This design comes from an exercise in tuning for small area, a short achievable clock period and few clock cycles per item on the open sky130 flow, not from production work. Function was checked by simulation only, so behaviour that the tests miss may differ from the original. Power is estimated from default activity; no workload was simulated.

### flow/constraint.sdc
create_clock -name core_clock -period 8.0 [get_ports {clk_i}]
set_input_delay 1.6000 -clock core_clock [delete_from_list [all_inputs] [get_ports {clk_i}]]
set_output_delay 1.6000 -clock core_clock [all_outputs]
set_load 0.01 [all_outputs]
### flow/config.mk
export PLATFORM = sky130hd
export DESIGN_NAME = windowed_average_fee_policy
export DESIGN_NICKNAME = windowed_average_fee_policy
export VERILOG_FILES = /design/flow/design.v
export SDC_FILE = /design/flow/constraint.sdc
export NUM_CORES = 4
export LEC_CHECK = 0
export ABC_AREA = 1
export ABC_CLOCK_PERIOD_IN_PS = 2500
export CAP_MARGIN = 20
export CORE_MARGIN = 2
export CORE_UTILIZATION = 65
export CTS_BUF_LIST = sky130_fd_sc_hd__clkbuf_8 sky130_fd_sc_hd__clkbuf_16
export CTS_CLUSTER_DIAMETER = 70
export CTS_CLUSTER_SIZE = 30
export SETUP_SLACK_MARGIN = 5
export SLEW_MARGIN = 20
### flow/flow/run.sh
#!/bin/bash
set -euo pipefail
export BUFFER_PORTS_ARGS="-buffer_cell sky130_fd_sc_hd__buf_4"
export CTS_ARGS="-sink_clustering_enable -repair_clock_nets -sink_clustering_size 30 -sink_clustering_max_diameter 70 -buf_list {sky130_fd_sc_hd__clkbuf_8 sky130_fd_sc_hd__clkbuf_16} -dont_use_dummy_load"
sed "s/SETUP_SLACK_MARGIN=5 /SETUP_SLACK_MARGIN=5.3 /" standard.sh > standard_m.sh
bash standard_m.sh finish > flow_make.log 2>&1
### flow/design.v
package wafp_pkg;
  localparam int unsigned WINDOW_DEPTH = 64;
  localparam int unsigned SAMPLE_BITS  = 32;
  localparam int unsigned ADDR_BITS  = (WINDOW_DEPTH > 1) ? $clog2(WINDOW_DEPTH) : 1;
  localparam int unsigned COUNT_BITS = $clog2(WINDOW_DEPTH + 1);
  localparam int unsigned SUM_BITS   = SAMPLE_BITS + ADDR_BITS;
  localparam int unsigned STEP_BITS  = $clog2(SUM_BITS);
  localparam int unsigned FLOOR_BITS = 6;
  localparam int unsigned BIAS_BITS  = 14;
  localparam int unsigned IN_BYTES   = (2 * SAMPLE_BITS + 7) / 8;
  localparam int unsigned OUT_BYTES  = (FLOOR_BITS + BIAS_BITS + 7) / 8;
  localparam int unsigned POOL_TIER_4 = 1500;
  localparam int unsigned POOL_TIER_3 = 800;
  localparam int unsigned POOL_TIER_2 = 400;
  localparam int unsigned POOL_TIER_1 = 150;
  localparam int unsigned POOL_LOW    = 40;
  localparam int unsigned BONUS_4 = 25;
  localparam int unsigned BONUS_3 = 14;
  localparam int unsigned BONUS_2 = 8;
  localparam int unsigned BONUS_1 = 4;
  localparam int unsigned BIAS_4   = 9800;
  localparam int unsigned BIAS_3   = 9900;
  localparam int unsigned BIAS_2   = 9950;
  localparam int unsigned BIAS_MID = 10000;
  localparam int unsigned BIAS_LOW = 10100;
  localparam int unsigned FEE_DIV       = 50;
  localparam int unsigned FEE_CAP       = 32;
  localparam int unsigned FEE_CAP_START = FEE_CAP * FEE_DIV;
  localparam int unsigned FEE_IN_BITS   = $clog2(FEE_CAP_START);
  localparam int unsigned FEE_RECIP       = 1311;
  localparam int unsigned FEE_RECIP_BITS  = 11;
  localparam int unsigned FEE_RECIP_SHIFT = 16;
  localparam int unsigned FEE_PROD_BITS   = FEE_IN_BITS + FEE_RECIP_BITS;
endpackage
module wafp_ram #(
  parameter int unsigned Width = 8,
  parameter int unsigned Depth = 16
) (
  input  logic             clk_i,
  input  logic             we_i,
  input  logic [Width-1:0] wdata_i,
  output logic [Width-1:0] rdata_o
);
  logic [Depth*Width-1:0] ring_q;
  assign rdata_o = ring_q[Depth*Width-1 -: Width];
  always_ff @(posedge clk_i) begin
    ring_q <= {ring_q[(Depth-1)*Width-1:0], we_i ? wdata_i : rdata_o};
  end
endmodule
module windowed_average_fee_policy (
  input  logic                             clk_i,
  input  logic                             rst_ni,
  input  logic                             s_axis_tvalid,
  output logic                             s_axis_tready,
  input  logic [8*wafp_pkg::IN_BYTES-1:0]  s_axis_tdata,
  output logic                             m_axis_tvalid,
  input  logic                             m_axis_tready,
  output logic [8*wafp_pkg::OUT_BYTES-1:0] m_axis_tdata
);
  localparam int unsigned SB = wafp_pkg::SAMPLE_BITS;
  localparam int unsigned XB = 17;                    
  localparam int unsigned UB = XB + 6;                
  localparam int unsigned CB = wafp_pkg::COUNT_BITS;  
  localparam int unsigned QD = 6;                     
  localparam int unsigned OB = 3;                     
  localparam logic [2:0] TC_LOW = 3'd0;
  localparam logic [2:0] TC_MID = 3'd1;
  localparam logic [2:0] TC_1   = 3'd2;
  localparam logic [2:0] TC_2   = 3'd3;
  localparam logic [2:0] TC_3   = 3'd4;
  localparam logic [2:0] TC_4   = 3'd5;
  logic [5:0]    phase_q;       
  logic          started_q;     
  logic [OB-1:0] owed_q;        
  logic          ready_q, ready_out_q;
  logic          in_fire, out_fire;
  logic [5:0]    phase_d;
  logic [OB-1:0] owed_d;
  logic          ready_d;
  assign s_axis_tready = ready_out_q;
  assign in_fire       = s_axis_tvalid && ready_q;
  assign phase_d = (in_fire || !started_q) ? '0 : phase_q + 6'd1;
  assign owed_d  = owed_q + OB'(in_fire) - OB'(out_fire);
  logic phase_wrap, rdy_in, rdy_in_out, rdy_none;
  assign phase_wrap = !started_q || (phase_q == 6'd63);
  assign rdy_in     = (owed_q < OB'(QD - 1));
  assign rdy_in_out = (owed_q < OB'(QD));
  assign rdy_none   = phase_wrap && (owed_q < OB'(QD));
  assign ready_d    = in_fire ? (out_fire ? rdy_in_out : rdy_in)
                              : (out_fire ? phase_wrap : rdy_none);
  always_ff @(posedge clk_i or negedge rst_ni) begin
    if (!rst_ni) begin
      phase_q     <= '0;
      started_q   <= 1'b0;
      owed_q      <= '0;
      ready_q     <= 1'b0;
      ready_out_q <= 1'b0;
    end else begin
      phase_q     <= phase_d;
      started_q   <= started_q || in_fire;
      owed_q      <= owed_d;
      ready_q     <= ready_d;
      ready_out_q <= ready_d;
    end
  end
  logic [SB-1:0]   in_p, in_f;
  logic            big_p, big_f;
  logic [XB-1:0]   sat_p, sat_f;
  logic [2*XB-1:0] old_pair;
  logic [XB-1:0]   old_p, old_f;
  logic [CB-1:0]   n1_q;             
  logic            full1;
  logic            v1_q, grow1_q;
  logic [XB:0]     dp_raw, df_raw, dp_sat, df_sat;
  logic [XB:0]     dp_q, df_q;       
  assign in_p  = s_axis_tdata[SB-1:0];
  assign in_f  = s_axis_tdata[2*SB-1:SB];
  assign big_p = |in_p[SB-1:XB];
  assign big_f = |in_f[SB-1:XB];
  assign sat_p = big_p ? {XB{1'b1}} : in_p[XB-1:0];
  assign sat_f = big_f ? {XB{1'b1}} : in_f[XB-1:0];
  wafp_ram #(
    .Width (2 * XB),
    .Depth (wafp_pkg::WINDOW_DEPTH)
  ) u_window (
    .clk_i   (clk_i),
    .we_i    (in_fire),
    .wdata_i ({sat_f, sat_p}),
    .rdata_o (old_pair)
  );
  assign full1 = n1_q[CB-1];
  assign old_p = full1 ? old_pair[XB-1:0] : '0;
  assign old_f = full1 ? old_pair[2*XB-1:XB] : '0;
  always_ff @(posedge clk_i or negedge rst_ni) begin
    if (!rst_ni) begin
      n1_q    <= '0;
      v1_q    <= 1'b0;
      grow1_q <= 1'b0;
    end else begin
      v1_q    <= in_fire;
      grow1_q <= in_fire && !full1;
      if (in_fire && !full1) n1_q <= n1_q + CB'(1);
    end
  end
  assign dp_raw = {1'b0, in_p[XB-1:0]} + {1'b1, ~old_p} + (XB+1)'(full1);
  assign dp_sat = {1'b0, {XB{1'b1}}}   + {1'b1, ~old_p} + (XB+1)'(full1);
  assign df_raw = {1'b0, in_f[XB-1:0]} - {1'b0, old_f};
  assign df_sat = {1'b0, {XB{1'b1}}}   - {1'b0, old_f};
  always_ff @(posedge clk_i or negedge rst_ni) begin
    if (!rst_ni) begin
      dp_q <= '0;
      df_q <= '0;
    end else if (in_fire) begin
      dp_q <= big_p ? dp_sat : dp_raw;
      df_q <= big_f ? df_sat : df_raw;
    end else begin
      dp_q <= '0;
      df_q <= '0;
    end
  end
  logic [UB:0]     pn_q;             
  logic [UB-1:0]   fsum_q;
  logic [10:0]     d25_q;            
  logic [12:0]     d75_q;            
  logic [14:0]     d375_q;           
  logic [11:0]     l39_q;            
  logic            v2_q;
  always_ff @(posedge clk_i or negedge rst_ni) begin
    if (!rst_ni) begin
      pn_q   <= '0;
      fsum_q <= '0;
      d25_q  <= '0;
      d75_q  <= '0;
      d375_q <= '0;
      l39_q  <= '0;
      v2_q   <= 1'b0;
    end else begin
      v2_q   <= v1_q;
      pn_q   <= pn_q + {{(UB-XB){dp_q[XB]}}, dp_q};
      fsum_q <= fsum_q + {{(UB-XB-1){df_q[XB]}}, df_q};
      if (grow1_q) begin
        d25_q  <= d25_q + 11'd25;
        d75_q  <= d75_q + 13'd75;
        d375_q <= d375_q + 15'd375;
        l39_q  <= l39_q + 12'd39;
      end
    end
  end
  localparam int unsigned RB = 17;   
  logic          pneg, pbig;
  logic [16:0]   pl;
  logic [2:0]    tc1;
  logic          cap;
  logic          fbig;
  logic [RB-1:0] fl;
  logic [RB:0]   s8, s16, s24;
  logic [1:0]    qhi;
  logic [14:0]   r1;                 
  assign pneg = pn_q[UB];
  assign pbig = |pn_q[UB-1:17];
  assign pl   = pn_q[16:0];
  always_comb begin
    if (pneg)                              tc1 = TC_LOW;
    else if (pbig || pl >= {d375_q, 2'b0}) tc1 = TC_4;    
    else if (pl >= 17'({d25_q, 5'b0}))     tc1 = TC_3;    
    else if (pl >= 17'({d25_q, 4'b0}))     tc1 = TC_2;    
    else if (pl >= 17'({d75_q, 1'b0}))     tc1 = TC_1;    
    else if (pl < 17'(l39_q))              tc1 = TC_LOW;
    else                                   tc1 = TC_MID;
  end
  assign fbig = |fsum_q[UB-1:RB];
  assign fl   = fsum_q[RB-1:0];
  assign cap  = fbig || (fl >= {d25_q, 6'b0});                  
  assign s8   = {1'b0, fl} - (RB+1)'({d25_q, 4'b0});            
  assign s16  = {1'b0, fl} - (RB+1)'({d25_q, 5'b0});            
  assign s24  = {1'b0, fl} - (RB+1)'({d75_q, 4'b0});            
  always_comb begin
    if (!s24[RB])      begin qhi = 2'd3; r1 = 15'(s24); end
    else if (!s16[RB]) begin qhi = 2'd2; r1 = 15'(s16); end
    else if (!s8[RB])  begin qhi = 2'd1; r1 = 15'(s8);  end
    else               begin qhi = 2'd0; r1 = 15'(fl);  end
  end
  logic          v3_q;
  logic [2:0]    tc3_q;
  logic          cap3_q;
  logic [1:0]    qhi3_q;
  logic [14:0]   r1_q;
  logic [10:0]   m25_3_q;
  logic [12:0]   m75_3_q;
  always_ff @(posedge clk_i or negedge rst_ni) begin
    if (!rst_ni) v3_q <= 1'b0;
    else         v3_q <= v2_q;
  end
  always_ff @(posedge clk_i) begin
    tc3_q   <= tc1;
    cap3_q  <= cap;
    qhi3_q  <= qhi;
    r1_q    <= r1;
    m25_3_q <= d25_q;
    m75_3_q <= d75_q;
  end
  logic [15:0] u2, u4, u6;           
  logic [1:0]  q21;
  logic [12:0] r2;                   
  assign u2 = {1'b0, r1_q} - 16'({m25_3_q, 2'b0});              
  assign u4 = {1'b0, r1_q} - 16'({m25_3_q, 3'b0});              
  assign u6 = {1'b0, r1_q} - 16'({m75_3_q, 2'b0});              
  always_comb begin
    if (!u6[15])      begin q21 = 2'd3; r2 = 13'(u6); end
    else if (!u4[15]) begin q21 = 2'd2; r2 = 13'(u4); end
    else if (!u2[15]) begin q21 = 2'd1; r2 = 13'(u2); end
    else              begin q21 = 2'd0; r2 = 13'(r1_q); end
  end
  logic          v4_q;
  logic [2:0]    tc4_q;
  logic          cap4_q;
  logic [3:0]    q41_4_q;
  logic [12:0]   r2_q;
  logic [10:0]   m25_4_q;
  always_ff @(posedge clk_i or negedge rst_ni) begin
    if (!rst_ni) v4_q <= 1'b0;
    else         v4_q <= v3_q;
  end
  always_ff @(posedge clk_i) begin
    tc4_q   <= tc3_q;
    cap4_q  <= cap3_q;
    q41_4_q <= {qhi3_q, q21};
    r2_q    <= r2;
    m25_4_q <= m25_3_q;
  end
  logic       q0;
  logic [5:0] base, fee_hi, min_fee;
  assign q0 = !cap4_q && (r2_q >= 13'({m25_4_q, 1'b0}));             
  always_comb begin
    case (tc4_q)
      TC_4:    base = 6'(wafp_pkg::BONUS_4 + 1);
      TC_3:    base = 6'(wafp_pkg::BONUS_3 + 1);
      TC_2:    base = 6'(wafp_pkg::BONUS_2 + 1);
      TC_1:    base = 6'(wafp_pkg::BONUS_1 + 1);
      default: base = 6'd1;
    endcase
  end
  assign fee_hi  = base + (cap4_q ? 6'(wafp_pkg::FEE_CAP) : {1'b0, q41_4_q, 1'b0});
  assign min_fee = q0 ? fee_hi + 6'd1 : fee_hi;
  logic [8:0]    qd_q [1:QD-1];
  logic [OB-1:0] qn_q;
  logic          mv_q, mv_out_q;
  logic [5:0]    hfee_q;
  logic [8:0]    hbias_q;            
  logic [8:0] bias_new, bias_next;
  logic [13:0] bn, bx;
  always_comb begin
    case (tc4_q)
      TC_4:    bn = 14'(wafp_pkg::BIAS_4);
      TC_3:    bn = 14'(wafp_pkg::BIAS_3);
      TC_2:    bn = 14'(wafp_pkg::BIAS_2);
      TC_LOW:  bn = 14'(wafp_pkg::BIAS_LOW);
      default: bn = 14'(wafp_pkg::BIAS_MID);
    endcase
    case (qd_q[1][8:6])
      TC_4:    bx = 14'(wafp_pkg::BIAS_4);
      TC_3:    bx = 14'(wafp_pkg::BIAS_3);
      TC_2:    bx = 14'(wafp_pkg::BIAS_2);
      TC_LOW:  bx = 14'(wafp_pkg::BIAS_LOW);
      default: bx = 14'(wafp_pkg::BIAS_MID);
    endcase
  end
  assign bias_new  = bn[8:0];
  assign bias_next = bx[8:0];
  assign out_fire = mv_q && m_axis_tready;
  logic [OB-1:0] qn_keep, qn_take;
  logic          mv_keep, mv_take;
  logic [5:0]    hfee_keep, hfee_take;
  logic [8:0]    hbias_keep, hbias_take;
  logic [8:0]    qd_keep [1:QD-1];
  logic [8:0]    qd_take [1:QD-1];
  assign qn_keep = qn_q + OB'(v4_q);
  assign qn_take = qn_q + OB'(v4_q) - OB'(1);
  assign mv_keep = v4_q || (qn_q != '0);
  assign mv_take = v4_q || (qn_q > OB'(1));
  always_comb begin
    hfee_keep  = (v4_q && qn_q == '0) ? min_fee : hfee_q;
    hbias_keep = (v4_q && qn_q == '0) ? bias_new : hbias_q;
    hfee_take  = (v4_q && qn_q == OB'(1)) ? min_fee : qd_q[1][5:0];
    hbias_take = (v4_q && qn_q == OB'(1)) ? bias_new : bias_next;
    for (int i = 1; i < QD; i++) begin
      qd_keep[i] = (v4_q && qn_q == OB'(i)) ? {tc4_q, min_fee} : qd_q[i];
      if (i < QD - 1) qd_take[i] = (v4_q && qn_q == OB'(i + 1)) ? {tc4_q, min_fee} : qd_q[i+1];
      else            qd_take[i] = qd_q[i];
    end
  end
  always_ff @(posedge clk_i or negedge rst_ni) begin
    if (!rst_ni) begin
      qn_q     <= '0;
      mv_q     <= 1'b0;
      mv_out_q <= 1'b0;
    end else begin
      qn_q     <= out_fire ? qn_take : qn_keep;
      mv_q     <= out_fire ? mv_take : mv_keep;
      mv_out_q <= out_fire ? mv_take : mv_keep;
    end
  end
  always_ff @(posedge clk_i) begin
    hfee_q  <= out_fire ? hfee_take : hfee_keep;
    hbias_q <= out_fire ? hbias_take : hbias_keep;
    for (int i = 1; i < QD; i++) qd_q[i] <= out_fire ? qd_take[i] : qd_keep[i];
  end
  assign m_axis_tvalid = mv_out_q;
  assign m_axis_tdata  = {4'b0, 5'b10011, hbias_q, hfee_q};
endmodule
### flow/standard.sh
#!/bin/bash
# synth_recipe.tcl (not shown) runs the flow's synth.tcl, then flattens the netlist and writes it again
# the make line also repeats each setting of config.mk as NAME=value (left out here)
make -C /OpenROAD-flow-scripts/flow DESIGN_CONFIG=/design/flow/config.mk WORK_HOME=/design/flow/orfs CLKGATE_MAP_FILE= SYNTH_SCRIPT=/design/flow/synth_recipe.tcl "${@:-finish}"
==> results of run 1 <==
final timing paths:
check,start,endpoint,cells after the start
setup / recovery,mv_out_q,m_axis_tvalid,1
hold / removal,u_window.ring_q[870],u_window.ring_q[904],0
hold reg to reg,u_window.ring_q[870],u_window.ring_q[904],0
setup reg to reg,d25_q[7],r1_q[10],13
min in group asynchronous,rst_ni,fsum_q[5],1
max in group asynchronous,rst_ni,mv_out_q,2
Yosys cell counts (8+ instances only):
library cell | count | share of area
dfxtp_1 | 2280 | 0.70
o211ai_1 | 12 | 0.0014
or2_2 | 38 | 0.0036
nand2_1 | 667 | 0.038
nor3_1 | 37 | 0.0028
nand3_1 | 250 | 0.019
a31oi_1 | 26 | 0.0025
and2_1 | 10 | 0.00095
ha_1 | 249 | 0.047
nand4_1 | 43 | 0.0041
o21bai_1 | 13 | 0.0015
nor2_1 | 209 | 0.012
nor4_1 | 12 | 0.0011
dfrtp_1 | 161 | 0.061
o21ai_1 | 30 | 0.0023
a21o_1 | 19 | 0.0022
o21ai_0 | 154 | 0.012
edfxtp_1 | 32 | 0.015
inv_2 | 17 | 0.00097
xnor2_1 | 36 | 0.0048
xor2_1 | 99 | 0.013
inv_1 | 376 | 0.022
buf_2 | 13 | 0.00099
a21oi_1 | 179 | 0.014
fa_1 | 13 | 0.0040
buf_4 | 16 | 0.0018
nand3b_1 | 13 | 0.0015
buf_6 | 8 | 0.0014
clkbuf_1 | 25 | 0.0014
layout make-up:
type	instances	area (sq um)	share of cell area
timing repair buffer	108	898	0.0127
clock buffer	102	2550	0.0360
sequential	2473	50600	0.715
antenna	2	5.00	0.0000707
inverter	395	1550	0.0218
tap	1298	1620	0.0229
multi-input combinational	2207	13500	0.191
cells in the final DEF (no fill, tap or decap), types with 12 or more instances in the layout:
cell type / netlist / routed
a21oi_1: 179 / 167
o211ai_1: 12 / 12
buf_6: 8 / 18
a31oi_1: 26 / 26
nor4_1: 12 / 12
nand2_2: 6 / 12
o21bai_1: 13 / 13
nand4_1: 43 / 43
nand2_1: 667 / 658
ha_4: 0 / 14
nand3_2: 7 / 13
ha_1: 249 / 234
xor2_1: 99 / 98
buf_4: 16 / 88
edfxtp_1: 32 / 32
xnor2_1: 36 / 36
a21o_1: 19 / 19
inv_1: 376 / 364
nor3_1: 37 / 36
clkbuf_16: 0 / 102
dfrtp_1: 161 / 155
o21ai_0: 154 / 146
a21oi_2: 5 / 15
nor2_1: 209 / 208
nand3b_1: 13 / 13
inv_2: 17 / 19
or2_2: 38 / 35
dfxtp_1: 2280 / 2275
o21ai_1: 30 / 34
nand3_1: 250 / 244
sequential cells by signal (all words and copies together) (netlist names), 15 cells and up:
| name | cells |
|---|---|
| r1_q | 15 |
| dp_q | 18 |
| d375_q | 15 |
| df_q | 18 |
| fsum_q | 23 |
| qd_q | 45 |
| u_window.ring_q | 2176 |
| pn_q | 24 |
kinds of logic (layout without fill, tap and decap cells):
kind of cell / count (synthesis) / count (layout) / synth area share
AND/OR/NAND/NOR: 1319 / 1320 / 0.0887
multiplexers: 1 / 1 / 0.000172
AO/OA/AOI/OAI: 478 / 478 / 0.0411
buffers and inverters: 460 / 605 / 0.0286
other: 2 / 12 / 0.000114
XOR/XNOR: 136 / 136 / 0.0183
adder cells (fa/ha/maj): 262 / 262 / 0.0514
flip-flops: 2473 / 2473 / 0.772
metal layers:
layer  vias up  wire, um  global-route usage
li1      16600         -                   -
met1     15100     53500               0.308
met2       468     46800               0.326
met3       163      3960              0.0326
met4        12      2670              0.0567
met5         -        70                   0
repair_timing:
| item | CTS | global route |
|---|---|---|
| pin swaps | 1 | 6 |
| gates resized for setup | 19 | 44 |
| buffers inserted | 1 | 17 |
| setup endpoints to repair | 49 | 110 |
| cloned | 0 | 1 |
power by group through the flow:
stage	Combinational, mW	Sequential [mW]	Clock (mW)
final	4.26	14.5	5.70
after global routing	4.87	14.7	6.25
after CTS	4.16	14.6	5.86
after detailed placement	4.11	14.8	0
after global placement	4.04	14.7	0
after floorplan	3.25	14.4	0
==> impl_metrics.csv, run 1 <==
group,metric,value,unit
yosys,syn_inst,5131,
clock_tree,cts.sinks,2473,
pwr,vdd_drop_max,0.000280,V
global_route,grt_overflow,0,
clock_tree,htreeDepth,3,
place,dp.cells,6461,
routing,finalWirelength,107000,um
worst_setup_path,path_buf_inv,1,
global_route,antenna_found_initial,10,
yosys,yosysSeqAreaShare,0.772,
pwr,switching_power,6.74,mW
timing,hold_violations,0,
floorplanning,die_x,322,um
worst_setup_path,critPathKind,"flop to output port",
worst_setup_path,cp_top_family,"flip-flops",
place,dp_hpwl,65700,um
global_route,grt_start_max_net_pins,73,
routing,first_pass_iters,5,
timing,setup_viol,0,
place,finalWeightedCongestion,0.904,
pwr,p_per_area,346,nW/um^2
layout,area_delta_synth_final,7.92,%
layout,fin_cells,6585,
yosys,synth.avg_cell_area,12.8,sq um
yosys,yosys.cell_types.count,63,
pwr,swShare,0.275,
yosys,synth_warnings,5,
timing,maxSlewHeadroom,0.307,
yosys,synth_edf_count,32,
floorplanning,initial_core_util,0.655,
yosys,ys_seq_elements,2473,
pwr,p_comb_frac,0.174,
pwr,p_leak,30.7,nW
layout,fin_area,70800,sq um
routing,routed_via_density,4.91,
timing,slew_violations,0,
worst_setup_path,cp_data_required_time,6400,ps
yosys,ys.flop_type,"dfxtp_1",
global_route,grt_pass1_wl,171000,um
floorplanning,die_area,104000,sq um
global_route,track_usage,0.210,
place,dp_slack,4260,ps
pwr,p_clk_frac,0.233,
clock_tree,clk_pin_slew,120,ps
clock_tree,clk_latency,720,ps
worst_setup_path,cp_max_fo,2,
worst_setup_path,worstPathArrival,1240,ps
clock_tree,clock_path_buffers,3,
yosys,ys_async_sr_fraction,0.0651,
worst_setup_path,crit_slowest_cell,"dfrtp_2",
pwr,p_total,24.5,mW
timing,worst-slew-pin-transition,1030,ps
floorplanning,coreArea,100000,sq um
layout,layout-drive-gt1-share,0.0753,
timing,min_period,2840,ps
routing,wl_per_cell,16.3,um
clock_tree,hold_buffers,0,
yosys,syn_area,65600,sq um
routing,routed-via-count,32400,
timing,final.setup.worst_slack,5160,ps
layout,fin_util,0.707,
floorplanning,die_h,322,um
worst_setup_path,reg2reg_slack,5440,ps
timing,hold_ws,265,ps
min_path,hold_class,"flop to flop",
worst_setup_path,worstSetupStartpointType,"flop",
clock_tree,cts_tree,"built",
timing,fmax,352,MHz
layout,final_nets,5617,
routing,route.detailed.drc,0,
floorplanning,io_pins,94,
place,place_area,67900,sq um
worst_setup_path,path_cells,"buf_6",
layout,nFillCells,6713,
place,portBuffers,83,
timing,period_share,0.355,
flow_run,drv_cap,0,
run_status,status,"complete, no violations",
timing,rsz0062_at_grt,"true",
floorplanning,num_rows,116,
routing,ant_nets,0,
worst_setup_path,worst_setup_path_end_kind,"output port",
clock_tree,root_buffer,"clkbuf_16",
timing,tns,0,ps
timing,fin_skew,104,ps
routing,drt_iter0_markers,1731,
worst_setup_path,critPathMaxStageDelay,440,ps
pwr,internal-power,17.8,mW
clock_tree,cts_made_buffers,102,
global_route,grt_pass1_vias,32000,
pwr,p_seq_frac,0.594,
Testbench counts, summed over its fixed seeds: cycles 4,840, items 4,800.
==> run 2: changes to the inputs <==
==> flow/flow/run.sh (replaced) <==
#!/bin/bash
set -euo pipefail
export BUFFER_PORTS_ARGS="-buffer_cell sky130_fd_sc_hd__buf_2"
export CTS_ARGS="-sink_clustering_enable -repair_clock_nets -sink_clustering_size 30 -sink_clustering_max_diameter 70 -buf_list {sky130_fd_sc_hd__clkbuf_8 sky130_fd_sc_hd__clkbuf_16} -dont_use_dummy_load"
sed "s/SETUP_SLACK_MARGIN=5 /SETUP_SLACK_MARGIN=5.3 /" standard.sh > standard_m.sh
bash standard_m.sh finish > flow_make.log 2>&1
==> run 2 against run 1 <==
Die area unchanged. Cell count up 0.14%. Clock power about the same. Non-clock buffer count up 6. Largest cell class unchanged.
==> impl_metrics.csv, run 2 <==
group,metric,value,unit
clock_tree,htreeDepth,3,
floorplanning,die_area,104000,sq um
global_route,grt_start_max_net_pins,67,
yosys,synth.avg_cell_area,12.8,sq um
layout,area_delta_synth_final,7.70,%
clock_tree,cts_tree,"built",
timing,hold_violations,0,
worst_setup_path,worstSetupStartpointType,"flop",
clock_tree,clk_pin_slew,100,ps
layout,final_common_cell,"dfxtp_1",
timing,rsz0062_at_grt,"true",
place,portBuffers,83,
yosys,synth_top_cell_area_share,0.696,
yosys,yosys.cell_types.count,63,
global_route,antenna_found_initial,12,
floorplanning,die_x,322,um
worst_setup_path,crit_slowest_cell,"dfrtp_2",
yosys,ys.flop_type,"dfxtp_1",
pwr,vdd_drop_max,0.000233,V
pwr,p_leak,30.7,nW
clock_tree,clk_latency,690,ps
yosys,ys_seq_elements,2473,
timing,fmax,350,MHz
timing,worst-slew-pin-transition,1040,ps
timing,tns,0,ps
clock_tree,root_buffer,"clkbuf_16",
timing,slew_violations,0,
run_status,status,"complete, no violations",
place,finalWeightedCongestion,0.884,
clock_tree,clock_path_buffers,3,
timing,min_period,2860,ps
clock_tree,cts_made_buffers,103,
floorplanning,initial_core_util,0.655,
layout,nFillCells,6815,
layout,final_cell_mix,"2277 x dfxtp_1, 658 x nand2_1, 366 x inv_1, 242 x nand3_1, 234 x ha_1",
routing,routed-via-count,32200,
floorplanning,die_h,322,um
yosys,synth_edf_count,32,
routing,finalWirelength,105000,um
routing,wl_met1,52800,um
yosys,yosysTopAreaCell,"dfxtp_1",
routing,first_pass_iters,6,
worst_setup_path,cp_top_family,"flip-flops",
yosys,synth_warnings,5,
routing,drt_iter0_markers,1850,
timing,period_share,0.357,
layout,top_register,"u_window.ring_q",
min_path,hold_class,"flop to flop",
timing,fin_skew,74.0,ps
worst_setup_path,path_cells,"buf_6",
place,dp_hpwl,64800,um
min_path,holdPathStages,0,
floorplanning,io_pins,94,
global_route,grt_pass1_vias,31700,
routing,routed_via_density,4.89,
global_route,track_usage,0.206,
yosys,yosysSeqAreaShare,0.772,
timing,maxSlewHeadroom,0.304,
worst_setup_path,path_buf_inv,1,
layout,reg_top3,"u_window.ring_q: 2176 flops, qd_q: 45 flops, pn_q: 24 flops",
global_route,grt_pass1_wl,169000,um
yosys,syn_inst,5131,
clock_tree,cts.sinks,2473,
timing,setup_viol,0,
worst_setup_path,cp_data_required_time,6400,ps
yosys,ys_async_sr_fraction,0.0651,
routing,route.detailed.drc,0,
worst_setup_path,path_depth,1,
layout,layout-drive-gt1-share,0.0762,
floorplanning,coreArea,100000,sq um
floorplanning,num_rows,116,
worst_setup_path,cp_max_fo,2,
routing,wl_per_cell,16.0,um
routing,met3_length,3930,um
pwr,p_per_area,346,nW/um^2
layout,final_nets,5624,
yosys,syn_area,65600,sq um
worst_setup_path,r2r_cells,14,
flow_run,drv_cap,0,
routing,wl_met2,45600,um
worst_setup_path,critPathKind,"flop to output port",
yosys,synth_common_cells,"2280 x dfxtp_1, 667 x nand2_1, 376 x inv_1",
layout,largest_register_ffs,2176,
worst_setup_path,critPathMaxStageDelay,450,ps
global_route,grt_overflow,0,
worst_setup_path,worst_setup_path_end_kind,"output port",
yosys,yosysMostFrequentCell,"dfxtp_1",
pwr,p_total,24.5,mW
routing,ant_nets,0,
yosys,synth.top_cells.by_area,"dfxtp_1 70%, dfrtp_1 6.1%, ha_1 4.7%, nand2_1 3.8%, inv_1 2.2%",
routing,highest_layer,"met5",
worst_setup_path,worstPathArrival,1260,ps
run 2: cell types whose count changed in the layout (fill, tap and decap cells not counted), moves of 2 or more:
| cell | delta |
|---|---|
| buf_2 | +78 |
| buf_4 | -60 |
| buf_6 | -13 |
| dfxtp_2 | -3 |
| buf_12 | +2 |
| clkinvlp_4 | -2 |
| dfxtp_1 | +2 |
| diode_2 | +2 |
| inv_1 | +2 |
| nand3_1 | -2 |
| nand3_2 | +2 |
run 2: final cells by class:
| type | count | area (sq um) | share of cell area |
|---|---|---|---|
| sequential | 2473 | 50600 | 0.717 |
| multi-input combinational | 2207 | 13600 | 0.192 |
| clock buffer | 103 | 2580 | 0.0365 |
| tap | 1298 | 1620 | 0.0230 |
| inverter | 395 | 1540 | 0.0217 |
| timing repair buffer | 114 | 717 | 0.0101 |
| antenna | 4 | 10.0 | 0.000142 |
run 2: power breakdown:
group	total [mW]	switching, mW	internal [mW]	leakage, nW
clock network	5.68	3.38	2.31	1.27
registers	14.5	0.719	13.8	21.0
logic	4.25	2.59	1.66	8.42
run 2: worst paths after layout:
kind | start | end | slack (ps)
worst min-delay path | u_window.ring_q[64] | u_window.ring_q[98] | 270
max in group asynchronous | rst_ni | pn_q[12] | 5900
min in group asynchronous | rst_ni | df_q[2] | 830
worst max-delay path | mv_out_q | m_axis_tvalid | 5140
worst min register to register | u_window.ring_q[64] | u_window.ring_q[98] | 270
worst max register to register | d25_q[7] | r1_q[12] | 5460
run 2: metrics by stage:
| stage | worst slack [ps] | hold WS, ps | instance area (sq um) | instances | utilization |
|---|---|---|---|---|---|
| after floorplan | 4940 | 310 | 66000 | 5139 | - |
| after global placement | 4260 | 310 | 67700 | 6461 | 0.676 |
| after detailed placement | 4230 | 312 | 67700 | 6461 | 0.676 |
| after CTS | 5080 | 268 | 70300 | 6567 | 0.702 |
| after global routing | 5080 | 273 | 70700 | 6592 | 0.706 |
| final | 5140 | 273 | 70700 | 6594 | 0.706 |
run 2: routing by layer:
layer  vias to the layer above  global-route usage
met2                       484               0.317
met4                        10              0.0603
met5                         -                   0
li1                      16600                   -
met3                       192              0.0316
met1                     14900               0.305
run 2: cell families after synthesis:
logic type                 count (synthesis)  share of synthesized area
other                                      2                   0.000114
buffers and inverters                    460                     0.0286
AOI/OAI and AO/OA                        478                     0.0411
muxes                                      1                   0.000172
xor gates and xnor gates                 136                     0.0183
and+or+nand+nor                         1319                     0.0887
adders and majority gates                262                     0.0514
DFF                                     2473                      0.772
run 2: what timing repair did:
action	4_1_cts	5_1_grt
gates cloned	0	1
setup buffers	3	22
hold buffers	0	0
gates resized for setup	15	35
endpoints found under the setup margin	50	101
pin swaps	1	10
==> run 3: changes to the inputs <==
==> flow/flow/run.sh (replaced) <==
#!/bin/bash
set -euo pipefail
export BUFFER_PORTS_ARGS="-buffer_cell sky130_fd_sc_hd__buf_4"
export CTS_ARGS="-sink_clustering_enable -repair_clock_nets -sink_clustering_size 20 -sink_clustering_max_diameter 50 -buf_list {sky130_fd_sc_hd__clkbuf_16} -dont_use_dummy_load"
sed "s/SETUP_SLACK_MARGIN=5 /SETUP_SLACK_MARGIN=5.3 /" standard.sh > standard_m.sh
bash standard_m.sh finish > flow_make.log 2>&1
--- a/flow/config.mk
+++ b/flow/config.mk
@@ -9,7 +9,7 @@
 export ABC_CLOCK_PERIOD_IN_PS = 2500
 export CAP_MARGIN = 20
 export CORE_MARGIN = 2
-export CORE_UTILIZATION = 65
+export CORE_UTILIZATION = 55
 export CTS_BUF_LIST = sky130_fd_sc_hd__clkbuf_8 sky130_fd_sc_hd__clkbuf_16
 export CTS_CLUSTER_DIAMETER = 70
 export CTS_CLUSTER_SIZE = 30
==> run 3 against run 2 <==
First-iteration DRC count is 5.1% lower. Highest routed layer unchanged. Clock-buffer cell count rose by 66. Largest cell class unchanged. Sequential power about the same. Total power grew 6.6%. Setup slack worse by 46 ps. Fmax is 1.6% lower.
==> impl_metrics.csv, run 3 <==
group,metric,value,unit
run_status,status,"complete, no violations",
clock_tree,cts_made_buffers,169,
worst_setup_path,worstSetupStartpointType,"flop",
worst_setup_path,cp_data_required_time,6400,ps
pwr,vdd_drop_max,0.000281,V
worst_setup_path,r2r-end,"hfee_q[5]",
min_path,hold_class,"flop to flop",
timing,rsz0062_at_grt,"true",
worst_setup_path,worstReg2RegStart,"tc4_q[1]",
yosys,yosysSeqAreaShare,0.772,
yosys,ys.flop_type,"dfxtp_1",
yosys,synth_common_cells,"2280 x dfxtp_1, 667 x nand2_1, 376 x inv_1",
min_path,min_from,"u_window.ring_q[1257]",
worst_setup_path,path_buf_inv,1,
worst_setup_path,worst_setup_path_end_kind,"output port",
timing,maxSlewHeadroom,0.358,
routing,route.detailed.drc,0,
routing,drt_iter0_markers,1756,
layout,layout-drive-gt1-share,0.0869,
clock_tree,clk_pin_slew,60,ps
layout,final_nets,5682,
routing,wl_per_cell,14.9,um
yosys,synth_top_family_by_area,"simple AND/OR/NAND/NOR gates",
worst_setup_path,reg2reg_slack,5470,ps
layout,area_delta_synth_final,10.9,%
timing,hold_violations,0,
clock_tree,root_buffer,"clkbuf_16",
global_route,track_usage,0.171,
worst_setup_path,startpoint,"mv_out_q",
yosys,ys_seq_elements,2473,
timing,period_share,0.363,
clock_tree,cts_tree,"built",
yosys,yosys.cell_types.count,63,
floorplanning,die_h,349,um
timing,setup_viol,0,
clock_tree,htreeDepth,4,
yosys,yosysMostFrequentCell,"dfxtp_1",
timing,fmax,344,MHz
global_route,grt_pass1_vias,31500,
routing,finalWirelength,102000,um
routing,ant_nets,0,
yosys,synth-compound-area-share,0.0411,
worst_setup_path,r2r_cells,17,
flow_run,drv_cap,0,
worst_setup_path,cp_max_fo,2,
global_route,grt_pass1_wl,166000,um
timing,slew_violations,0,
clock_tree,hold_buffers,0,
floorplanning,die_x,349,um
routing,routed-via-count,32400,
yosys,yosys.area_share.simple,0.0887,
floorplanning,num_rows,126,
worst_setup_path,critPathKind,"flop to output port",
min_path,holdPathStages,0,
global_route,grt_start_max_net_pins,67,
yosys,synth_mux_area_frac,0.000172,
yosys,ys_async_sr_fraction,0.0651,
layout,final_cell_mix,"2275 x dfxtp_1, 657 x nand2_1, 362 x inv_1, 245 x nand3_1, 235 x ha_1",
yosys,synth_xor_area_frac,0.0183,
routing,routed_via_density,4.71,
worst_setup_path,path_cells,"buf_6",
worst_setup_path,cp_top_family,"flip-flops",
layout,largest_register_ffs,2176,
layout,top_register,"u_window.ring_q",
yosys,synth.avg_cell_area,12.8,sq um
floorplanning,io_pins,94,
layout,final_common_cell,"dfxtp_1",
yosys,synth_edf_count,32,
yosys,syn_area,65600,sq um
timing,fin_skew,67.6,ps
yosys,syn_inst,5131,
floorplanning,initial_core_util,0.555,
global_route,antenna_found_initial,8,
yosys,yosysTopAreaCell,"dfxtp_1",
yosys,synthAdderAreaFrac,0.0514,
layout,nFillCells,9318,
pwr,p_leak,31.5,nW
layout,reg_top3,"u_window.ring_q: 2176 flops, qd_q: 45 flops, pn_q: 24 flops",
floorplanning,coreArea,118000,sq um
worst_setup_path,worstPathArrival,1310,ps
global_route,grt_overflow,0,
yosys,synth_warnings,5,
timing,worst-slew-pin-transition,958,ps
place,finalWeightedCongestion,0.876,
min_path,min_to,"u_window.ring_q[1291]",
yosys,synth.top_cells.by_area,"dfxtp_1 70%, dfrtp_1 6.1%, ha_1 4.7%, nand2_1 3.8%, inv_1 2.2%",
worst_setup_path,critPathMaxStageDelay,430,ps
place,portBuffers,83,
worst_setup_path,crit_slowest_cell,"dfrtp_2",
routing,first_pass_iters,5,
clock_tree,clock_path_buffers,3,
floorplanning,die_area,122000,sq um
place,dp_hpwl,66200,um
clock_tree,cts.sinks,2473,
timing,min_period,2910,ps
clock_tree,clk_latency,760,ps
pwr,p_per_area,359,nW/um^2
place,dp.cells,6698,
yosys,synth_top_cell_area_share,0.696,
layout,fin_cells,6887,
timing,tns,0,ps
## run 3: layer usage
metal  vias to the layer above  global-route usage  routed length (um)
met4                        14              0.0592                2580
met2                       489               0.243               41200
met1                     15000               0.258               53700
met3                       199              0.0384                4710
met5                         -                   0                  87
li1                      16800                   -                   -
## run 3: metrics by stage
| step | util | area (sq um) | setup WS (ps) | total power, mW | hold slack [ps] |
|---|---|---|---|---|---|
| floorplan | - | 66000 | 4940 | 17.7 | 310 |
| global placement | 0.577 | 68200 | 4280 | 18.9 | 310 |
| detailed placement | 0.577 | 68200 | 4270 | 18.9 | 312 |
| CTS | 0.613 | 72500 | 4970 | 26.3 | 268 |
| global route | 0.615 | 72700 | 5030 | 27.6 | 276 |
| finish | 0.615 | 72700 | 5090 | 26.1 | 267 |
## run 3: how the worst max path moves through the flow
| stage | cells past startpoint | slack (ps) | to |
|---|---|---|---|
| after floorplan | 11 | 4940 | dp_q[10] |
| after global placement | 9 | 4280 | owed_q[1] |
| after detailed placement | 9 | 4270 | owed_q[1] |
| after CTS | 1 | 4970 | m_axis_tvalid |
| after global routing | 1 | 5030 | m_axis_tvalid |
| final | 1 | 5090 | m_axis_tvalid |
## run 3: cell families (layout without fill, tap and decap cells)
group                      after synthesis  count (layout)
adders and majority gates              262             262
other                                    2              11
buffers and inverters                  460             671
xor gates and xnor gates               136             136
and+or+nand+nor                       1319            1319
muxes                                    1               1
DFF                                   2473            2473
AOI/OAI and AO/OA                      478             478
## run 3: cell type report
class | count | area, sq um | share of cell area
Antenna cell | 1 | 2.50 | 0.0000344
Clock buffer | 169 | 4230 | 0.0581
Inverter | 395 | 1540 | 0.0212
Multi-Input combinational cell | 2206 | 13500 | 0.186
Sequential cell | 2473 | 50700 | 0.696
Tap cell | 1536 | 1920 | 0.0264
Timing Repair Buffer | 107 | 883 | 0.0121
## run 3: power by group
group | internal, mW | switching [mW]
Clock | 3.71 | 3.62
Sequential | 13.8 | 0.683
Combinational | 1.64 | 2.60
Total | 19.2 | 6.91
## run 3: timing repair
item                       CTS  global route
hold endpoints to repair     0             0
setup buffers                3            16
setup endpoints to repair  103           118
pin swaps                    1             3
gates resized for setup     23            36
==> run 4: changes to the inputs <==
==> flow/flow/run.sh (replaced) <==
#!/bin/bash
set -euo pipefail
export BUFFER_PORTS_ARGS="-buffer_cell sky130_fd_sc_hd__buf_4"
export CTS_ARGS="-sink_clustering_enable -repair_clock_nets -sink_clustering_size 30 -sink_clustering_max_diameter 70 -buf_list {sky130_fd_sc_hd__clkbuf_8 sky130_fd_sc_hd__clkbuf_16} -root_buf sky130_fd_sc_hd__clkbuf_16 -tree_buf sky130_fd_sc_hd__clkbuf_16 -balance_levels -dont_use_dummy_load"
sed "s/SETUP_SLACK_MARGIN=5 /SETUP_SLACK_MARGIN=5.3 /" standard.sh > standard_m.sh
bash standard_m.sh finish > flow_make.log 2>&1
--- a/flow/config.mk
+++ b/flow/config.mk
@@ -9,7 +9,7 @@
 export ABC_CLOCK_PERIOD_IN_PS = 2500
 export CAP_MARGIN = 20
 export CORE_MARGIN = 2
-export CORE_UTILIZATION = 55
+export CORE_UTILIZATION = 65
 export CTS_BUF_LIST = sky130_fd_sc_hd__clkbuf_8 sky130_fd_sc_hd__clkbuf_16
 export CTS_CLUSTER_DIAMETER = 70
 export CTS_CLUSTER_SIZE = 30
==> run 4 against run 3 <==
Still clean. Sequential share of layout area increased by 1.9 points. Fmax increased by 2.4%. Register-to-register slack got worse by 30 ps. Cell area decreased by 2.7%. Clock power decreased by 22%. Non-clock buffer count increased by 1. Total power decreased by 6.1%. Clock skew increased by 37 ps. Critical path type unchanged. Critical endpoint unchanged.
==> impl_metrics.csv, run 4 <==
group,metric,value,unit
worst_setup_path,worstReg2RegStart,"d25_q[7]",
timing,rsz0062_at_grt,"true",
pwr,p_leak,30.7,nW
yosys,ys_seq_elements,2473,
worst_setup_path,endpoint,"m_axis_tvalid",
worst_setup_path,r2r-end,"r1_q[10]",
floorplanning,num_rows,116,
clock_tree,clock_path_buffers,3,
pwr,p_total,24.5,mW
timing,maxSlewHeadroom,0.307,
yosys,synth_common_cells,"2280 x dfxtp_1, 667 x nand2_1, 376 x inv_1",
yosys,yosysSeqAreaShare,0.772,
yosys,yosysMostFrequentCell,"dfxtp_1",
place,dp.cells,6461,
worst_setup_path,cp_top_family,"flip-flops",
global_route,grt_overflow,0,
layout,fin_cells,6585,
routing,finalWirelength,107000,um
timing,slew_violations,0,
timing,min_period,2840,ps
worst_setup_path,path_cells,"buf_6",
floorplanning,io_pins,94,
yosys,synth.avg_cell_area,12.8,sq um
clock_tree,hold_buffers,0,
worst_setup_path,worstSetupStartpointType,"flop",
place,finalWeightedCongestion,0.904,
layout,final_common_cell,"dfxtp_1",
yosys,synth_warnings,5,
clock_tree,cts.sinks,2473,
routing,routed_via_density,4.91,
yosys,yosysTopAreaCell,"dfxtp_1",
layout,nFillCells,6713,
yosys,yosys.cell_types.count,63,
worst_setup_path,r2r_cells,13,
worst_setup_path,path_buf_inv,1,
clock_tree,cts_made_buffers,102,
place,portBuffers,83,
global_route,grt_start_max_net_pins,73,
timing,hold_violations,0,
global_route,track_usage,0.210,
global_route,grt_pass1_wl,171000,um
global_route,grt_pass1_vias,32000,
routing,drt_iter0_markers,1731,
layout,final_nets,5617,
layout,layout-drive-gt1-share,0.0753,
floorplanning,die_area,104000,sq um
worst_setup_path,reg2reg_slack,5440,ps
clock_tree,cts_tree,"built",
worst_setup_path,cp_max_fo,2,
timing,worst-slew-pin-transition,1030,ps
yosys,synth_top_cell_area_share,0.696,
floorplanning,die_x,322,um
pwr,p_per_area,346,nW/um^2
timing,fin_skew,104,ps
clock_tree,clk_latency,720,ps
routing,routed-via-count,32400,
layout,top_register,"u_window.ring_q",
floorplanning,initial_core_util,0.655,
routing,first_pass_iters,5,
pwr,vdd_drop_max,0.000280,V
global_route,antenna_found_initial,10,
yosys,syn_area,65600,sq um
worst_setup_path,critPathKind,"flop to output port",
run_status,status,"complete, no violations",
routing,wl_per_cell,16.3,um
worst_setup_path,worst_setup_path_end_kind,"output port",
min_path,hold_class,"flop to flop",
worst_setup_path,path_depth,1,
floorplanning,coreArea,100000,sq um
worst_setup_path,critPathMaxStageDelay,440,ps
layout,final_cell_mix,"2275 x dfxtp_1, 658 x nand2_1, 364 x inv_1, 244 x nand3_1, 234 x ha_1",
layout,largest_register_ffs,2176,
clock_tree,clk_pin_slew,120,ps
worst_setup_path,crit_slowest_cell,"dfrtp_2",
yosys,syn_inst,5131,
clock_tree,htreeDepth,3,
worst_setup_path,worstPathArrival,1240,ps
timing,setup_viol,0,
yosys,ys_async_sr_fraction,0.0651,
clock_tree,root_buffer,"clkbuf_16",
timing,fmax,352,MHz
worst_setup_path,startpoint,"mv_out_q",
timing,tns,0,ps
routing,route.detailed.drc,0,
layout,reg_top3,"u_window.ring_q: 2176 flops, qd_q: 45 flops, pn_q: 24 flops",
flow_run,drv_cap,0,
timing,period_share,0.355,
floorplanning,die_h,322,um
routing,ant_nets,0,
yosys,synth.top_cells.by_area,"dfxtp_1 70%, dfrtp_1 6.1%, ha_1 4.7%, nand2_1 3.8%, inv_1 2.2%",
worst_setup_path,cp_data_required_time,6400,ps
yosys,ys.flop_type,"dfxtp_1",
place,dp_hpwl,65700,um
yosys,synth_edf_count,32,
layout,area_delta_synth_final,7.92,%
==> run 4: changes by cell type in the layout (fill, tap and decap cells not counted), moves of 2 or more <==
cell | before | now
clkbuf_16 | 169 | 102
nand2_2 | 14 | 12
inv_6 | 2 | 0
buf_6 | 16 | 18
nand2_4 | 6 | 8
inv_1 | 362 | 364
==> run 4: repair_timing <==
item	in CTS	in global routing
pin swaps	1	6
buffers inserted	1	17
resized for setup	19	44
endpoints found under the setup margin	49	110
cloned	0	1
==> run 4: per-layer routing <==
metal / GRT usage / wire (um) / vias to the layer above
li1: - / - / 16600
met1: 0.308 / 53500 / 15100
met2: 0.326 / 46800 / 468
met3: 0.0326 / 3960 / 163
met4: 0.0567 / 2670 / 12
met5: 0 / 70 / -
==> run 4: per-stage QoR <==
step / utilization / instance area [sq um] / setup slack [ps] / hold WS [ps]
final: 0.707 / 70800 / 5160 / 265
after global routing: 0.707 / 70800 / 5110 / 266
after CTS: 0.704 / 70500 / 5060 / 271
after detailed placement: 0.678 / 67900 / 4260 / 312
after global placement: 0.678 / 67900 / 4280 / 310
after floorplan: - / 66000 / 4940 / 310
==> run 4: worst min-delay path by stage <==
| stage | startpoint | to | cells past startpoint |
|---|---|---|---|
| finish | u_window.ring_q[870] | u_window.ring_q[904] | 0 |
| detailed placement | u_window.ring_q[1129] | u_window.ring_q[1163] | 0 |
| CTS | u_window.ring_q[870] | u_window.ring_q[904] | 0 |
| global route | u_window.ring_q[870] | u_window.ring_q[904] | 0 |
| global placement | u_window.ring_q[1282] | u_window.ring_q[1316] | 0 |
| floorplan | cap3_q | cap4_q | 0 |
==> run 4: cell type report <==
type,count,area (sq um),area share
antenna,2,5.00,0.0000707
clock buffer,102,2550,0.0360
inverter,395,1550,0.0218
multi-input combinational,2207,13500,0.191
sequential,2473,50600,0.715
tap,1298,1620,0.0229
timing repair buffer,108,898,0.0127
==> run 4: logic make-up after synthesis <==
family | after synthesis | share of synthesized area
AO/OA/AOI/OAI | 478 | 0.0411
AND/OR/NAND/NOR | 1319 | 0.0887
adder cells (fa/ha/maj) | 262 | 0.0514
XOR/XNOR | 136 | 0.0183
buffers and inverters | 460 | 0.0286
flip-flops | 2473 | 0.772
multiplexers | 1 | 0.000172
other | 2 | 0.000114
==> run 4: power breakdown <==
group          total, mW  switching (mW)  internal [mW]  leakage (nW)
clock network       5.70            3.41           2.29          1.26
logic               4.26            2.59           1.66          8.46
registers           14.5           0.728           13.8          21.0
total               24.5            6.74           17.8          30.7
==> run 5: changes to the inputs <==
==> flow/flow/run.sh (replaced) <==
#!/bin/bash
set -euo pipefail
export BUFFER_PORTS_ARGS="-buffer_cell sky130_fd_sc_hd__buf_4"
export CTS_ARGS="-sink_clustering_enable -repair_clock_nets -sink_clustering_size 24 -sink_clustering_max_diameter 60 -buf_list {sky130_fd_sc_hd__clkbuf_8 sky130_fd_sc_hd__clkbuf_16} -dont_use_dummy_load"
sed "s/SETUP_SLACK_MARGIN=5 /SETUP_SLACK_MARGIN=5.3 /" standard.sh > standard_m.sh
bash standard_m.sh finish > flow_make.log 2>&1
==> run 5 against run 4 <==
Still clean. Sequential power barely moved. Sequential share of layout area fell by 0.75 points. Flip-flop and latch count did not move. Area after synthesis did not move. Total power rose by 3.3%. Die area did not move. Clock-buffer cell count rose by 32. Critical endpoint is now s_axis_tready.
==> impl_metrics.csv, run 5 <==
group,metric,value,unit
worst_setup_path,cp_data_required_time,6400,ps
clock_tree,clk_pin_slew,80,ps
layout,reg_top3,"u_window.ring_q: 2176 flops, qd_q: 45 flops, pn_q: 24 flops",
pwr,swShare,0.271,
min_path,hold_class,"flop to flop",
pwr,p_clk_frac,0.257,
yosys,syn_area,65600,sq um
place,finalWeightedCongestion,0.904,
floorplanning,coreArea,100000,sq um
min_path,holdPathStages,0,
yosys,syn_inst,5131,
place,place_area,67900,sq um
timing,maxSlewHeadroom,0.284,
yosys,yosys.cell_types.count,63,
worst_setup_path,crit_slowest_cell,"dfrtp_2",
worst_setup_path,cp_max_fo,2,
yosys,ys_seq_elements,2473,
yosys,yosysTopAreaCell,"dfxtp_1",
timing,fin_skew,87.1,ps
timing,worst-slew-pin-transition,1070,ps
layout,layout-drive-gt1-share,0.0791,
routing,drt_iter0_markers,1751,
place,dp.cells,6461,
global_route,grt_overflow,0,
run_status,status,"complete, no violations",
place,dp_hpwl,65700,um
layout,fin_area,71600,sq um
place,portBuffers,83,
yosys,synth_top_cell_area_share,0.696,
timing,final.setup.worst_slack,5120,ps
worst_setup_path,path_buf_inv,1,
global_route,grt_pass1_wl,174000,um
layout,final_common_cell,"dfxtp_1",
layout,largest_register_ffs,2176,
floorplanning,die_area,104000,sq um
yosys,synth_common_cells,"2280 x dfxtp_1, 667 x nand2_1, 376 x inv_1",
worst_setup_path,path_depth,1,
routing,routed-via-count,32700,
worst_setup_path,path_cells,"buf_6",
yosys,synth.avg_cell_area,12.8,sq um
timing,hold_violations,0,
layout,top_register,"u_window.ring_q",
worst_setup_path,worstPathArrival,1280,ps
global_route,track_usage,0.214,
timing,fmax,347,MHz
yosys,ys.flop_type,"dfxtp_1",
yosys,synth.top_cells.by_area,"dfxtp_1 70%, dfrtp_1 6.1%, ha_1 4.7%, nand2_1 3.8%, inv_1 2.2%",
timing,min_period,2880,ps
layout,final_cell_mix,"2277 x dfxtp_1, 658 x nand2_1, 365 x inv_1, 245 x nand3_1, 234 x ha_1",
timing,setup_viol,0,
pwr,vdd_drop_max,0.000315,V
routing,first_pass_iters,7,
floorplanning,num_rows,116,
layout,fin_cells,6613,
layout,final_nets,5644,
flow_run,drv_cap,0,
pwr,switching_power,6.86,mW
layout,area_delta_synth_final,9.06,%
place,dp_slack,4260,ps
clock_tree,clock_path_buffers,3,
yosys,ys_async_sr_fraction,0.0651,
timing,period_share,0.360,
clock_tree,clk_latency,750,ps
clock_tree,htreeDepth,4,
timing,rsz0062_at_grt,"true",
clock_tree,cts_tree,"built",
routing,finalWirelength,108000,um
pwr,p_per_area,354,nW/um^2
global_route,grt_pass1_vias,32700,
global_route,antenna_found_initial,8,
yosys,yosysMostFrequentCell,"dfxtp_1",
floorplanning,die_x,322,um
yosys,synth_edf_count,32,
yosys,synth_xor_area_frac,0.0183,
clock_tree,root_buffer,"clkbuf_16",
worst_setup_path,cp_top_family,"flip-flops",
routing,wl_per_cell,16.4,um
timing,tns,0,ps
floorplanning,die_h,322,um
floorplanning,io_pins,94,
yosys,synth_top_family_by_area,"simple AND/OR/NAND/NOR gates",
yosys,synth_mux_area_frac,0.000172,
worst_setup_path,critPathMaxStageDelay,440,ps
floorplanning,initial_core_util,0.655,
timing,slew_violations,0,
pwr,internal-power,18.5,mW
layout,nFillCells,6599,
yosys,synthAdderAreaFrac,0.0514,
pwr,p_leak,31.1,nW
clock_tree,cts_made_buffers,134,
pwr,p_seq_frac,0.575,
worst_setup_path,worst_setup_path_end_kind,"output port",
routing,route.detailed.drc,0,
worst_setup_path,worstSetupStartpointType,"flop",
global_route,grt_start_max_net_pins,73,
clock_tree,cts.sinks,2473,
routing,ant_nets,0,
layout,fin_util,0.715,
pwr,p_total,25.3,mW
routing,routed_via_density,4.94,
worst_setup_path,critPathKind,"flop to output port",
pwr,p_comb_frac,0.168,
yosys,yosysSeqAreaShare,0.772,
timing,hold_ws,289,ps
yosys,synth_warnings,5,
yosys,synth-compound-area-share,0.0411,
worst_setup_path,r2r_cells,12,
yosys,yosys.area_share.simple,0.0887,
-- run 5: path summary, 6_finish.rpt --
path / endpoint / slack (ps) / startpoint
max: s_axis_tready / 5120 / ready_out_q
min: u_window.ring_q[1510] / 290 / u_window.ring_q[1476]
max reg2reg: r1_q[14] / 5400 / d25_q[5]
min reg2reg: u_window.ring_q[1510] / 290 / u_window.ring_q[1476]
max in group asynchronous: mv_out_q / 5940 / rst_ni
min in group asynchronous: df_q[0] / 710 / rst_ni
-- run 5: power by group through the flow --
stage	sequential [mW]	clock (mW)	combinational, mW
finish	14.6	6.52	4.25
global route	14.7	7.10	4.86
CTS	14.6	6.69	4.17
detailed placement	14.8	0	4.11
global placement	14.7	0	4.04
floorplan	14.4	0	3.25
-- run 5: kinds of logic (layout without fill, tap and decap cells) --
| group | Yosys count | count (layout) |
|---|---|---|
| flops | 2473 | 2473 |
| simple gates | 1319 | 1319 |
| compound gates | 478 | 478 |
| buf+inv | 460 | 633 |
| fa+ha+maj | 262 | 262 |
| xor+xnor | 136 | 136 |
| other cells | 2 | 13 |
| mux | 1 | 1 |
-- run 5: timing repair --
action / in CTS / in global routing
pin swaps: 1 / 8
buffers inserted: 1 / 14
resized for setup: 19 / 37
hold buffers: 0 / 0
setup endpoints to repair: 45 / 105
-- run 5: layer usage --
layer	part of all wire	wire (um)	vias to the layer above	global-route usage
met5	0.00040	43	-	0
met4	0.025	2660	8	0.0691
met3	0.039	4200	184	0.0353
met2	0.44	48000	510	0.332
met1	0.49	53300	15300	0.309
li1	-	-	16700	-
-- run 5: area by class of cell --
class / count / area (sq um) / share of cell area
Clock buffer: 134 / 3350 / 0.0469
Antenna cell: 3 / 7.51 / 0.000105
Multi-Input combinational cell: 2206 / 13500 / 0.189
Timing Repair Buffer: 104 / 881 / 0.0123
Inverter: 395 / 1540 / 0.0215
Sequential cell: 2473 / 50600 / 0.708
Tap cell: 1298 / 1620 / 0.0227
==> run 6: changes to the inputs <==
==> flow/run.sh (new file) <==
#!/bin/bash
# synth_recipe.tcl (not shown) runs the flow's synth.tcl, then flattens the netlist and writes it again
# the make line also repeats each setting of config.mk as NAME=value (left out here)
make -C /OpenROAD-flow-scripts/flow DESIGN_CONFIG=/design/flow/config.mk WORK_HOME=/design/flow/orfs CLKGATE_MAP_FILE= SYNTH_SCRIPT=/design/flow/synth_recipe.tcl finish
removed: flow/flow/run.sh
removed: flow/standard.sh
==> run 6 against run 5 <==
Still clean. Hold slack better by 23 ps. First-iteration DRC count up 5.9%. Register-to-register slack got worse by 150 ps. Flip-flop and latch count is the same. Combinational power decreased by 3%. Fmax down 2.1%. Clock-buffer cell count fell by 30. Die area unchanged. Largest cell class unchanged. Highest routed layer unchanged.
==> impl_metrics.csv, run 6 <==
group,metric,value,unit
timing,maxSlewHeadroom,0.337,
run_status,status,"complete, no violations",
floorplanning,io_pins,94,
min_path,holdPathStages,0,
yosys,ys_async_sr_fraction,0.0651,
worst_setup_path,r2r_cells,12,
routing,ant_nets,0,
floorplanning,num_rows,116,
yosys,ys.flop_type,"dfxtp_1",
clock_tree,cts_tree,"built",
yosys,ys_seq_elements,2473,
yosys,synth_top_family_by_area,"simple AND/OR/NAND/NOR gates",
yosys,yosys.area_share.simple,0.0887,
layout,top_register,"u_window.ring_q",
clock_tree,cts.sinks,2473,
yosys,synth.avg_cell_area,12.8,sq um
routing,finalWirelength,105000,um
yosys,yosys.cell_types.count,63,
place,finalWeightedCongestion,0.915,
worst_setup_path,worst_setup_path_end_kind,"flop",
layout,layout-drive-gt1-share,0.0559,
routing,routed_via_density,4.89,
yosys,yosysSeqAreaShare,0.772,
clock_tree,clk_latency,730,ps
flow_run,drv_cap,0,
timing,period_share,0.367,
yosys,yosysTopAreaCell,"dfxtp_1",
worst_setup_path,worstPathArrival,3560,ps
worst_setup_path,r2r-end,"r2_q[5]",
layout,area_delta_synth_final,8.38,%
floorplanning,initial_core_util,0.655,
timing,tns,0,ps
global_route,grt_overflow,0,
layout,reg_top3,"u_window.ring_q: 2176 flops, qd_q: 45 flops, pn_q: 24 flops",
pwr,p_leak,30.8,nW
global_route,grt_pass1_wl,171000,um
yosys,synth.top_cells.by_area,"dfxtp_1 70%, dfrtp_1 6.1%, ha_1 4.7%, nand2_1 3.8%, inv_1 2.2%",
timing,hold_ws,312,ps
yosys,synth_common_cells,"2280 x dfxtp_1, 667 x nand2_1, 376 x inv_1",
timing,fin_skew,38.6,ps
floorplanning,die_area,104000,sq um
clock_tree,hold_buffers,0,
layout,largest_register_ffs,2176,
pwr,vdd_drop_max,0.000270,V
floorplanning,die_h,322,um
yosys,synth_edf_count,32,
min_path,hold_class,"flop to flop",
global_route,grt_start_max_net_pins,67,
timing,fmax,340,MHz
worst_setup_path,endpoint,"df_q[10]",
worst_setup_path,critPathKind,"input port to flop",
global_route,grt_pass1_vias,32000,
worst_setup_path,cp_data_required_time,8620,ps
global_route,track_usage,0.209,
routing,first_pass_iters,6,
floorplanning,coreArea,100000,sq um
timing,slew_violations,0,
routing,route.detailed.drc,0,
timing,setup_viol,0,
timing,rsz0062_at_grt,"true",
yosys,synth_warnings,5,
place,dp_hpwl,66000,um
global_route,antenna_found_initial,8,
yosys,synthAdderAreaFrac,0.0514,
place,portBuffers,83,
yosys,synth-compound-area-share,0.0411,
worst_setup_path,reg2reg_slack,5250,ps
timing,hold_violations,0,
worst_setup_path,startpoint,"s_axis_tdata[32]",
layout,fin_area,71100,sq um
timing,min_period,2940,ps
worst_setup_path,cp_max_fo,3,
yosys,syn_area,65600,sq um
place,place_area,67800,sq um
yosys,syn_inst,5131,
yosys,synth_mux_area_frac,0.000172,
clock_tree,htreeDepth,3,
layout,final_common_cell,"dfxtp_1",
clock_tree,cts_made_buffers,103,
clock_tree,clk_pin_slew,100,ps
clock_tree,root_buffer,"clkbuf_16",
routing,drt_iter0_markers,1855,
yosys,yosysMostFrequentCell,"dfxtp_1",
worst_setup_path,worstSetupStartpointType,"input port",
routing,routed-via-count,32300,
layout,nFillCells,6721,
timing,worst-slew-pin-transition,989,ps
layout,final_nets,5603,
routing,wl_per_cell,15.9,um
clock_tree,clock_path_buffers,3,
yosys,synth_top_cell_area_share,0.696,
worst_setup_path,worstReg2RegStart,"r1_q[3]",
pwr,p_per_area,350,nW/um^2
floorplanning,die_x,322,um
layout,final_cell_mix,"2280 x dfxtp_1, 660 x nand2_1, 383 x inv_1, 246 x nand3_1, 245 x ha_1",
yosys,synth_xor_area_frac,0.0183,
==> run 6: logic make-up (layout without fill, tap and decap cells) <==
logic type	Yosys count	after routing
multiplexers	1	1
flip-flops	2473	2473
other	2	12
AND/OR/NAND/NOR	1319	1320
XOR/XNOR	136	136
AO/OA/AOI/OAI	478	478
buffers and inverters	460	636
adder cells (fa/ha/maj)	262	262
==> run 6: critical path, cell delays in order <==
cell	delay [ps]
clkdlybuf4s50_1	480
inv_6	80
ha_4	130
inv_4	40
fa_2	400
nand3_2	80
nand2_2	80
a21oi_2	220
nor2_1	70
nor2_1	130
xnor2_1	80
o21ai_1	120
inv_1	50
==> run 6: worst min-delay path by stage <==
stage | from | to | slack (ps)
CTS | u_window.ring_q[1289] | u_window.ring_q[1323] | 300
finish | u_window.ring_q[1289] | u_window.ring_q[1323] | 310
floorplan | cap3_q | cap4_q | 310
global placement | u_window.ring_q[1726] | u_window.ring_q[1760] | 310
global route | u_window.ring_q[1289] | u_window.ring_q[1323] | 310
detailed placement | u_window.ring_q[1003] | u_window.ring_q[1037] | 310
==> run 6: power breakdown <==
part           total, mW  switching (mW)  internal (mW)
Combinational       4.14            2.56           1.59
Clock               6.25            3.72           2.53
Sequential          14.5           0.716           13.8
Total               24.9            6.99           17.9
==> run 6: metrics by stage <==
stage | cells | power, mW | util | worst slack [ps]
2_1_floorplan | 5139 | 17.7 | - | 4950
3_3_place_gp | 6462 | 18.8 | 0.677 | 3860
3_5_place_dp | 6462 | 18.9 | 0.677 | 3850
4_1_cts | 6612 | 25.1 | 0.710 | 4910
5_1_grt | 6614 | 26.3 | 0.710 | 5000
6_report | 6616 | 24.9 | 0.710 | 5060
==> run 6: repair_timing <==
item | CTS | global route
buffers inserted | 1 | 2
gates cloned | 1 | 0
setup endpoints to repair | 79 | 90
pin swaps | 1 | 2
gates resized for setup | 43 | 24
==> run 6: cell type report <==
class                      instances  area [sq um]  share of cell area
tap                             1298          1620              0.0228
timing repair buffer              93           877              0.0123
inverter                         395          1510              0.0212
antenna                            2          5.00           0.0000704
sequential                      2473         50600               0.712
clock inverter                    44           601             0.00844
multi-input combinational       2207         13300               0.187
clock buffer                     104          2600              0.0366
==> run 6: routing by layer <==
metal | track usage | vias up | routed length, um
met2 | 0.322 | 502 | 45900
met5 | 0 | - | 71
met1 | 0.313 | 15000 | 52500
met3 | 0.0312 | 177 | 4370
met4 | 0.0547 | 12 | 2530
li1 | - | 16700 | -

-- separate check: timing with driven ports --
No port has a modelled driver above. Below, the same layouts with a new extraction and two added sets of constraints. Step 1 sets driving cells, clkbuf_16 on the clock port and buf_2 on the other inputs (assumed; they add their load-dependent delay and slew). Step 2 adds t to the input delays and takes it off the output delays; t is the mean of the earliest and latest rising clock arrival at the registers after step 1. Input paths then give back, and output paths get back, about the clock's delay inside the block. a / b / c = ideal ports / drivers / drivers and shift; a / b = the first two.
| run | shift t [ns] | setup WS [ns] | slew at the worst register clock pin (ns) |
|---|---|---|---|
| run 1 | 0.754 | 5.163 / 5.092 / 4.648 | 0.12 / 0.12 |
| run 2 | 0.756 | 5.141 / 5.069 / 4.650 | 0.12 / 0.12 |
| run 3 | 0.813 | 5.095 / 5.026 / 4.566 | 0.08 / 0.08 |
| run 4 | 0.754 | 5.163 / 5.092 / 4.648 | 0.12 / 0.12 |
| run 5 | 0.783 | 5.122 / 5.053 / 4.610 | 0.10 / 0.10 |
| run 6 | 0.788 | 5.060 / 4.995 / 4.305 | 0.11 / 0.11 |
After both steps every run listed still meets setup and hold. For run 6, which loses most, drivers alone change the setup slack by -0.065 ns; drivers and shift together by -0.755 ns.
